Context: an optimization exercise on an open-source flow, tuned for small area and a short achievable clock period. The choices shown serve that exercise and are no tape-out recipe. Function was checked by simulation only, so behaviour that the tests miss may differ from the original. Power and IR drop assume default switching activity.

==> flow/design.v <==
`timescale 1ns/1ps
module exec_stage (
  input  logic                  clk,
  input  logic                  rst_n,
  input  logic                  run,
  input  logic                  ien,
  input  logic                  write_reg,
  input  logic [3:0]            alu_op,
  input  logic                  alu_src_a,
  input  logic                  alu_src_b,
  input  logic [1:0]            fwd_a,
  input  logic [1:0]            fwd_b,
  input  logic [2:0]            br_type,
  input  logic                  jump,
  input  logic [1:0]            reg_dst,
  input  logic [31:0]           rd1,
  input  logic [31:0]           rd2,
  input  logic [31:0]           immed,
  input  logic [31:0]           pc,
  input  logic [25:0]           inst_field,
  input  logic [31:0]           aluout_m2,
  input  logic [31:0]           wb_data,
  output logic                  br_take,
  output logic [31:0]           branch_target,
  output logic                  ien_m1,
  output logic                  write_reg_m1,
  output logic [31:0]           aluout_m1,
  output logic [31:0]           src_b_m1,
  output logic [4:0]            reg_dst_addr_m1,
  output logic                  br_inst_m1,
  output logic                  ov_m1
);
  localparam int ADDER = 2;   
  logic [31:0] a_fwd, b_fwd;
  always_comb begin
    case (fwd_a)
      2'd0:    a_fwd = rd1;
      2'd1:    a_fwd = aluout_m1;
      2'd2:    a_fwd = aluout_m2;
      default: a_fwd = wb_data;
    endcase
    case (fwd_b)
      2'd0:    b_fwd = rd2;
      2'd1:    b_fwd = aluout_m1;
      2'd2:    b_fwd = aluout_m2;
      default: b_fwd = wb_data;
    endcase
  end
  logic [31:0] pc4, pc8;
  logic [31:3] inc;   
  always_comb begin
    logic [31:3] t;
    t = {pc[30:3], 1'b1};
    for (int d = 1; d < 29; d = d * 2)
      for (int k = 31; k >= 3 + d; k--)
        if (((k - 3) % (2 * d)) >= d)
          t[k] = t[k] & t[3 + ((k - 3) / (2 * d)) * (2 * d) + d - 1];
    inc = t;
  end
  assign pc8 = {pc[31:3] ^ inc, pc[2:0]};
  assign pc4 = {pc[2] ? pc8[31:3] : pc[31:3], ~pc[2], pc[1:0]};
  logic        op_sub;    
  logic [31:0] opa, bx;
  assign op_sub = (alu_op[3:1] == 3'b001) | (alu_op[3:1] == 3'b100);
  assign opa = alu_src_a ? pc4 : a_fwd;
  assign bx  = (alu_src_b ? immed : b_fwd) ^ {32{op_sub}};
  logic [31:0] p, g;
  logic [32:0] c;   
  assign p = opa ^ bx;
  assign g = opa & bx;
  always_comb begin
    logic [32:0] gg, pp;
    gg = {g, op_sub};
    pp = {p, 1'b0};
    if (ADDER == 0) begin
      for (int d = 1; d < 33; d = d * 2)
        for (int i = 32; i >= d; i--) begin
          gg[i] = gg[i] | (pp[i] & gg[i-d]);
          pp[i] = pp[i] & pp[i-d];
        end
    end else if (ADDER == 2) begin
      for (int l = 0; l < 6; l++)
        for (int i = 32; i >= 0; i--)
          if ((i >> l) & 1) begin
            gg[i] = gg[i] | (pp[i] & gg[((i >> l) << l) - 1]);
            pp[i] = pp[i] & pp[((i >> l) << l) - 1];
          end
    end else begin
      for (int d = 1; d < 33; d = d * 2)
        for (int i = 2*d-1; i < 33; i = i + 2*d) begin
          gg[i] = gg[i] | (pp[i] & gg[i-d]);
          pp[i] = pp[i] & pp[i-d];
        end
      for (int d = 16; d >= 1; d = d / 2)
        for (int i = 3*d-1; i < 33; i = i + 2*d) begin
          gg[i] = gg[i] | (pp[i] & gg[i-d]);
          pp[i] = pp[i] & pp[i-d];
        end
    end
    c = gg;
  end
  logic lt_s, lt_u, ov;
  assign lt_s = p[31] ? ~c[31] : opa[31];
  assign lt_u = ~c[32];
  assign ov   = ((alu_op == 4'd0) | (alu_op == 4'd2)) & ~p[31] & (c[31] != opa[31]);
  logic        sh_left;
  logic [4:0]  sh_amt;
  logic [31:0] sr;
  assign sh_left = (alu_op == 4'd10) | (alu_op == 4'd13);
  assign sh_amt  = (alu_op == 4'd13) ? 5'd16 : inst_field[10:6];
  always_comb begin
    logic [31:0] s;
    logic        fill;
    fill = (alu_op == 4'd12) & bx[31];
    for (int i = 0; i < 32; i++) s[i] = sh_left ? bx[31-i] : bx[i];
    for (int k = 0; k < 5; k++)
      for (int i = 0; i < 32; i++)
        if (sh_amt[k]) s[i] = (i + (1 << k) < 32) ? s[(i + (1 << k)) % 32] : fill;
    sr = s;
  end
  logic e_sum, e_xor, e_and, e_nor, e_sr, e_sl;
  assign e_sum = (alu_op[3:2] == 2'b00);                  
  assign e_xor = (alu_op == 4'd6) | (alu_op == 4'd5);    
  assign e_and = (alu_op == 4'd4) | (alu_op == 4'd5);
  assign e_nor = (alu_op == 4'd7);
  assign e_sr  = (alu_op == 4'd11) | (alu_op == 4'd12);
  assign e_sl  = sh_left;
  logic [31:0] r;
  always_comb begin
    for (int i = 0; i < 32; i++)
      r[i] = (e_sum & (p[i] ^ c[i])) | (e_xor & p[i]) | (e_and & g[i]) |
             (e_nor & ~(p[i] | g[i])) | (e_sr & sr[i]) | (e_sl & sr[31-i]);
    r[0] = r[0] | ((alu_op == 4'd8) & lt_s) | ((alu_op == 4'd9) & lt_u);
  end
  logic eq, a_zero, a_neg;
  assign eq     = (a_fwd == b_fwd);
  assign a_zero = (a_fwd == 32'd0);
  assign a_neg  = a_fwd[31];
  always_comb begin
    case (br_type)
      3'd0:    br_take = 1'b0;
      3'd1:    br_take = 1'b1;
      3'd2:    br_take = eq;
      3'd3:    br_take = ~eq;
      3'd4:    br_take = a_neg | a_zero;
      3'd5:    br_take = a_neg;
      3'd6:    br_take = ~a_neg;
      default: br_take = ~a_neg & ~a_zero;
    endcase
  end
  assign branch_target = jump ? {pc4[31:28], inst_field, 2'b00} : r;
  logic br_inst;
  assign br_inst = (br_type != 3'd0);
  logic [4:0] dst;
  always_comb begin
    case (reg_dst)
      2'd0:    dst = inst_field[20:16];
      2'd1:    dst = inst_field[15:11];
      default: dst = 5'd31;
    endcase
  end
  always_ff @(posedge clk) begin
    if (!rst_n) begin
      ien_m1          <= 1'b0;
      write_reg_m1    <= 1'b0;
      br_inst_m1      <= 1'b0;
      ov_m1           <= 1'b0;
      aluout_m1       <= '0;
      src_b_m1        <= '0;
      reg_dst_addr_m1 <= '0;
    end else if (run) begin
      ien_m1          <= ien;
      write_reg_m1    <= write_reg & ~ov;
      br_inst_m1      <= br_inst;
      ov_m1           <= ov;
      aluout_m1       <= br_inst ? pc8 : r;
      src_b_m1        <= b_fwd;
      reg_dst_addr_m1 <= dst;
    end
  end
endmodule
==> flow/config.mk <==
export PLATFORM = sky130hd
export DESIGN_NAME = exec_stage
export DESIGN_NICKNAME = exec_stage
export VERILOG_FILES = /design/flow/design.v
export SDC_FILE = /design/flow/constraint.sdc
export NUM_CORES = 4
export LEC_CHECK = 0
export CAP_MARGIN = 20
export CORE_MARGIN = 2
export CORE_UTILIZATION = 40
export CTS_BUF_LIST = sky130_fd_sc_hd__clkbuf_4 sky130_fd_sc_hd__clkbuf_8
export GPL_TIMING_DRIVEN = 0
export PLACE_DENSITY = 0.9
export SETUP_SLACK_MARGIN = 0.3
export SLEW_MARGIN = 20
export TNS_END_PERCENT = 100
==> flow/constraint.sdc <==
create_clock -name core_clock -period 8.0 [get_ports {clk}]
set_input_delay 1.6000 -clock core_clock [delete_from_list [all_inputs] [get_ports {clk}]]
set_output_delay 1.6000 -clock core_clock [all_outputs]
set_load 0.01 [all_outputs]
standard.sh (not shown) runs the stock make flow with config.mk's settings and CLKGATE_MAP_FILE= SYNTH_SCRIPT=/design/flow/synth_recipe.tcl, a recipe that flattens the netlist after the stock synthesis.
==> flow/flow/run.sh <==
#!/bin/bash
# Own layout flow: the standard synthesis (which names the registers), then
# an area-oriented resynthesis of the same RTL that keeps those registers, then
# the standard layout steps on the resynthesized netlist. Every tool writes
# its full output to a log file in the work folder.
set -uo pipefail
W=$(pwd)
F=$W/flow
YOSYS=$FLOW_HOME/../tools/install/yosys/bin/yosys
R=$W/orfs/results/$FLOW_PLATFORM/exec_stage/base
LIB=$FLOW_HOME/platforms/$FLOW_PLATFORM/lib/sky130_fd_sc_hd__tt_025C_1v80.lib

bash standard.sh synth > $W/std_synth.log 2>&1 || exit 1
cp $R/1_2_yosys.v $W/std_netlist.v

RTLIL=$R/1_1_yosys_canonicalize.rtlil LIB=$LIB ABC_SCRIPT=$F/abc.script OUT=$W/my_netlist.v \
  $YOSYS -c $F/mysynth.tcl > $W/my_synth.log 2>&1
if python3 $F/same_regs.py $W/std_netlist.v $W/my_netlist.v > $W/same_regs.log 2>&1; then
  cp $W/my_netlist.v $R/1_2_yosys.v
  rm -f $R/1_synth.odb $R/1_synth.sdc
fi

export BUFFER_PORTS_ARGS="-buffer_cell sky130_fd_sc_hd__buf_1"
bash standard.sh "BUFFER_PORTS_ARGS=$BUFFER_PORTS_ARGS" finish > $W/layout.log 2>&1
Other scripts of this flow, unchanged in this note and not shown: flow/flow/abc.script, flow/flow/mysynth.tcl, flow/flow/same_regs.py
The first run completed without violations.
Then changed:
--- a/flow/design.v
+++ b/flow/design.v
@@ -126,11 +126,16 @@
   assign e_sr  = (alu_op == 4'd11) | (alu_op == 4'd12);
   assign e_sl  = sh_left;
-  logic [31:0] r;
+  logic [31:0] y0, x0, r;
+  logic        k_r, k_bt;
+  assign k_r  = e_sum;
+  assign k_bt = e_sum & ~jump;
   always_comb begin
     for (int i = 0; i < 32; i++)
-      r[i] = (e_sum & (p[i] ^ c[i])) | (e_xor & p[i]) | (e_and & g[i]) |
-             (e_nor & ~(p[i] | g[i])) | (e_sr & sr[i]) | (e_sl & sr[31-i]);
-    r[0] = r[0] | ((alu_op == 4'd8) & lt_s) | ((alu_op == 4'd9) & lt_u);
+      y0[i] = ((e_sum | e_xor) & p[i]) | (e_and & g[i]) |
+              (e_nor & ~(p[i] | g[i])) | (e_sr & sr[i]) | (e_sl & sr[31-i]);
+    y0[0] = y0[0] | ((alu_op == 4'd8) & lt_s) | ((alu_op == 4'd9) & lt_u);
   end
+  assign x0 = jump ? {pc4[31:28], inst_field, 2'b00} : y0;
+  assign r  = y0 ^ (c[31:0] & {32{k_r}});
   logic eq, a_zero, a_neg;
   assign eq     = (a_fwd == b_fwd);
@@ -149,5 +154,5 @@
     endcase
   end
-  assign branch_target = jump ? {pc4[31:28], inst_field, 2'b00} : r;
+  assign branch_target = x0 ^ (c[31:0] & {32{k_bt}});
   logic br_inst;
   assign br_inst = (br_type != 3'd0);
@@ -160,22 +165,17 @@
     endcase
   end
+  logic ld, hold, ld_br, ld_alu;
+  assign ld     = rst_n & run;
+  assign hold   = rst_n & ~run;
+  assign ld_br  = ld & br_inst;
+  assign ld_alu = ld & ~br_inst;
   always_ff @(posedge clk) begin
-    if (!rst_n) begin
-      ien_m1          <= 1'b0;
-      write_reg_m1    <= 1'b0;
-      br_inst_m1      <= 1'b0;
-      ov_m1           <= 1'b0;
-      aluout_m1       <= '0;
-      src_b_m1        <= '0;
-      reg_dst_addr_m1 <= '0;
-    end else if (run) begin
-      ien_m1          <= ien;
-      write_reg_m1    <= write_reg & ~ov;
-      br_inst_m1      <= br_inst;
-      ov_m1           <= ov;
-      aluout_m1       <= br_inst ? pc8 : r;
-      src_b_m1        <= b_fwd;
-      reg_dst_addr_m1 <= dst;
-    end
+    ien_m1          <= (ld & ien)                     | (hold & ien_m1);
+    write_reg_m1    <= (ld & write_reg & ~ov)         | (hold & write_reg_m1);
+    br_inst_m1      <= ld_br                          | (hold & br_inst_m1);
+    ov_m1           <= (ld & ov)                      | (hold & ov_m1);
+    aluout_m1       <= ({32{ld_br}} & pc8) | ({32{ld_alu}} & r) | ({32{hold}} & aluout_m1);
+    src_b_m1        <= ({32{ld}} & b_fwd)             | ({32{hold}} & src_b_m1);
+    reg_dst_addr_m1 <= ({5{ld}} & dst)                | ({5{hold}} & reg_dst_addr_m1);
   end
 endmodule
Effect: Worst hold slack is worse by 0.046 ns; synthesized cell count went down by a little under a tenth; total power came out lower by a few percent; die area fell by a few percent; critical path depth fell by 2; core utilization went down by 0.21 points; global-route usage shrinks by 1.3 points; sequential power barely changes; maximum frequency came out lower slightly.

---

Starts from the design.v that is shown in full above.
clock: 8.0 ns
lec_check: 0
cap_margin: 20
core_margin: 2
core_utilization: 40
cts_buf_list: sky130_fd_sc_hd__clkbuf_4 sky130_fd_sc_hd__clkbuf_8
gpl_timing_driven: 0
setup_slack_margin: 0.3
slew_margin: 20
tns_end_percent: 100
==> flow/flow/abc.script <==
&get -n; &st; &dch -f; &nf -R 1000 -p -F 8 -A 4; &put
==> flow/flow/mysynth.tcl <==
# Custom synthesis: the standard front end and register naming, then an
# area-oriented ABC mapping. Env: RTLIL (canonicalized design), LIB, ABC_SCRIPT, OUT.
yosys -import
set lib $::env(LIB)
set du {}
foreach c {sky130_fd_sc_hd__probe_p_8 sky130_fd_sc_hd__probec_p_8 sky130_fd_sc_hd__lpflow_*} { lappend du -dont_use $c }
read_rtlil $::env(RTLIL)
hierarchy -check -top exec_stage
synth -flatten -nofsm -noshare -top exec_stage -run :fine
synth -nofsm -noshare -top exec_stage -run fine:
chformal -remove
delete t:\$print
renames -wire
opt -purge
dfflibmap -liberty $lib {*}$du
opt
setundef -zero
abc -liberty $lib {*}$du -script $::env(ABC_SCRIPT)
splitnets
opt_clean -purge
hilomap -singleton -hicell sky130_fd_sc_hd__conb_1 HI -locell sky130_fd_sc_hd__conb_1 LO
insbuf -buf sky130_fd_sc_hd__buf_4 A X
# left out here: flatten, clean up, hide names made inside functions
tee -o $::env(OUT).stat stat -liberty $lib
check -assert -mapped
write_verilog -noattr -nohex -nodec $::env(OUT)
==> flow/flow/same_regs.py <==
# Exit 0 only if both netlists hold the same flip-flops: same instance names,
# each of the same cell type.
import re, sys
pat = re.compile(r'^\s*(sky130_fd_sc_hd__(?:dfxtp|dfrtp|dfstp|dfbbp|dfxbp|dfrbp|dfsbp|edfxtp|sdf|dlx|dlrtp)\w*)\s+(\S+)\s*\(', re.M)
def regs(path):
    return sorted((m.group(2), m.group(1)) for m in pat.finditer(open(path).read()))
a, b = regs(sys.argv[1]), regs(sys.argv[2])
print(len(a), "registers in", sys.argv[1]); print(len(b), "registers in", sys.argv[2])
if a != b or not a:
    print("registers differ"); sys.exit(1)
print("same registers")
Scripts as last shown in full above: flow/flow/run.sh
Change:
--- a/flow/design.v
+++ b/flow/design.v
@@ -123,17 +123,22 @@
   assign e_xor = (alu_op == 4'd6) | (alu_op == 4'd5);    
   assign e_and = (alu_op == 4'd4) | (alu_op == 4'd5);
   assign e_nor = (alu_op == 4'd7);
   assign e_sr  = (alu_op == 4'd11) | (alu_op == 4'd12);
   assign e_sl  = sh_left;
-  logic [31:0] r;
+  logic [31:0] y0, x0, r;
+  logic        k_r, k_bt;
+  assign k_r  = e_sum;
+  assign k_bt = e_sum & ~jump;
   always_comb begin
     for (int i = 0; i < 32; i++)
-      r[i] = (e_sum & (p[i] ^ c[i])) | (e_xor & p[i]) | (e_and & g[i]) |
-             (e_nor & ~(p[i] | g[i])) | (e_sr & sr[i]) | (e_sl & sr[31-i]);
-    r[0] = r[0] | ((alu_op == 4'd8) & lt_s) | ((alu_op == 4'd9) & lt_u);
+      y0[i] = ((e_sum | e_xor) & p[i]) | (e_and & g[i]) |
+              (e_nor & ~(p[i] | g[i])) | (e_sr & sr[i]) | (e_sl & sr[31-i]);
+    y0[0] = y0[0] | ((alu_op == 4'd8) & lt_s) | ((alu_op == 4'd9) & lt_u);
   end
+  assign x0 = jump ? {pc4[31:28], inst_field, 2'b00} : y0;
+  assign r  = y0 ^ (c[31:0] & {32{k_r}});
   logic eq, a_zero, a_neg;
   assign eq     = (a_fwd == b_fwd);
   assign a_zero = (a_fwd == 32'd0);
   assign a_neg  = a_fwd[31];
   always_comb begin
@@ -146,11 +151,11 @@
       3'd5:    br_take = a_neg;
       3'd6:    br_take = ~a_neg;
       default: br_take = ~a_neg & ~a_zero;
     endcase
   end
-  assign branch_target = jump ? {pc4[31:28], inst_field, 2'b00} : r;
+  assign branch_target = x0 ^ (c[31:0] & {32{k_bt}});
   logic br_inst;
   assign br_inst = (br_type != 3'd0);
   logic [4:0] dst;
   always_comb begin
     case (reg_dst)
=> The new run went through all stages and came out clean; area after synthesis went down slightly; worst setup slack is better by 0.038 ns; final area goes up slightly; flip-flop and latch count stays the same; die area decreases slightly; cell count is lower slightly.

==> static timing again, ports no longer ideal <==
How much do the figures lean on ideal ports? The routed layouts below were timed once more, with nothing changed but the port constraints. Step 1: set_driving_cell puts a clkbuf_16 on clk and a buf_2 on each other input, an assumption about the parent block. Step 2 times the ports against the registers' clock, not the clock port: input delays grow and output delays shrink by t, the midpoint of the rising clock arrivals with the driver on. Three values: ideal ports, drivers, drivers and shift; two values: the first two.
| run | t, ns | setup WS [ns] | worst slew at a driven data input, ns |
|---|---|---|---|
| the first run of note 1 | 0.422 | 0.305 / 0.278 / 0.278 | 0.13 |
| the second run of note 1 | 0.429 | 0.253 / 0.222 / 0.222 | 0.10 |
| the first run of note 2 | 0.419 | 0.369 / 0.333 / 0.333 | 0.11 |
| the second run of note 2 | 0.437 | 0.407 / 0.236 / 0.236 | 0.18 |
After both steps every run listed still meets setup and hold. The setup slack of the second run of note 2, which loses most, moves by -0.171 ns with the drivers and by -0.171 ns with both steps.
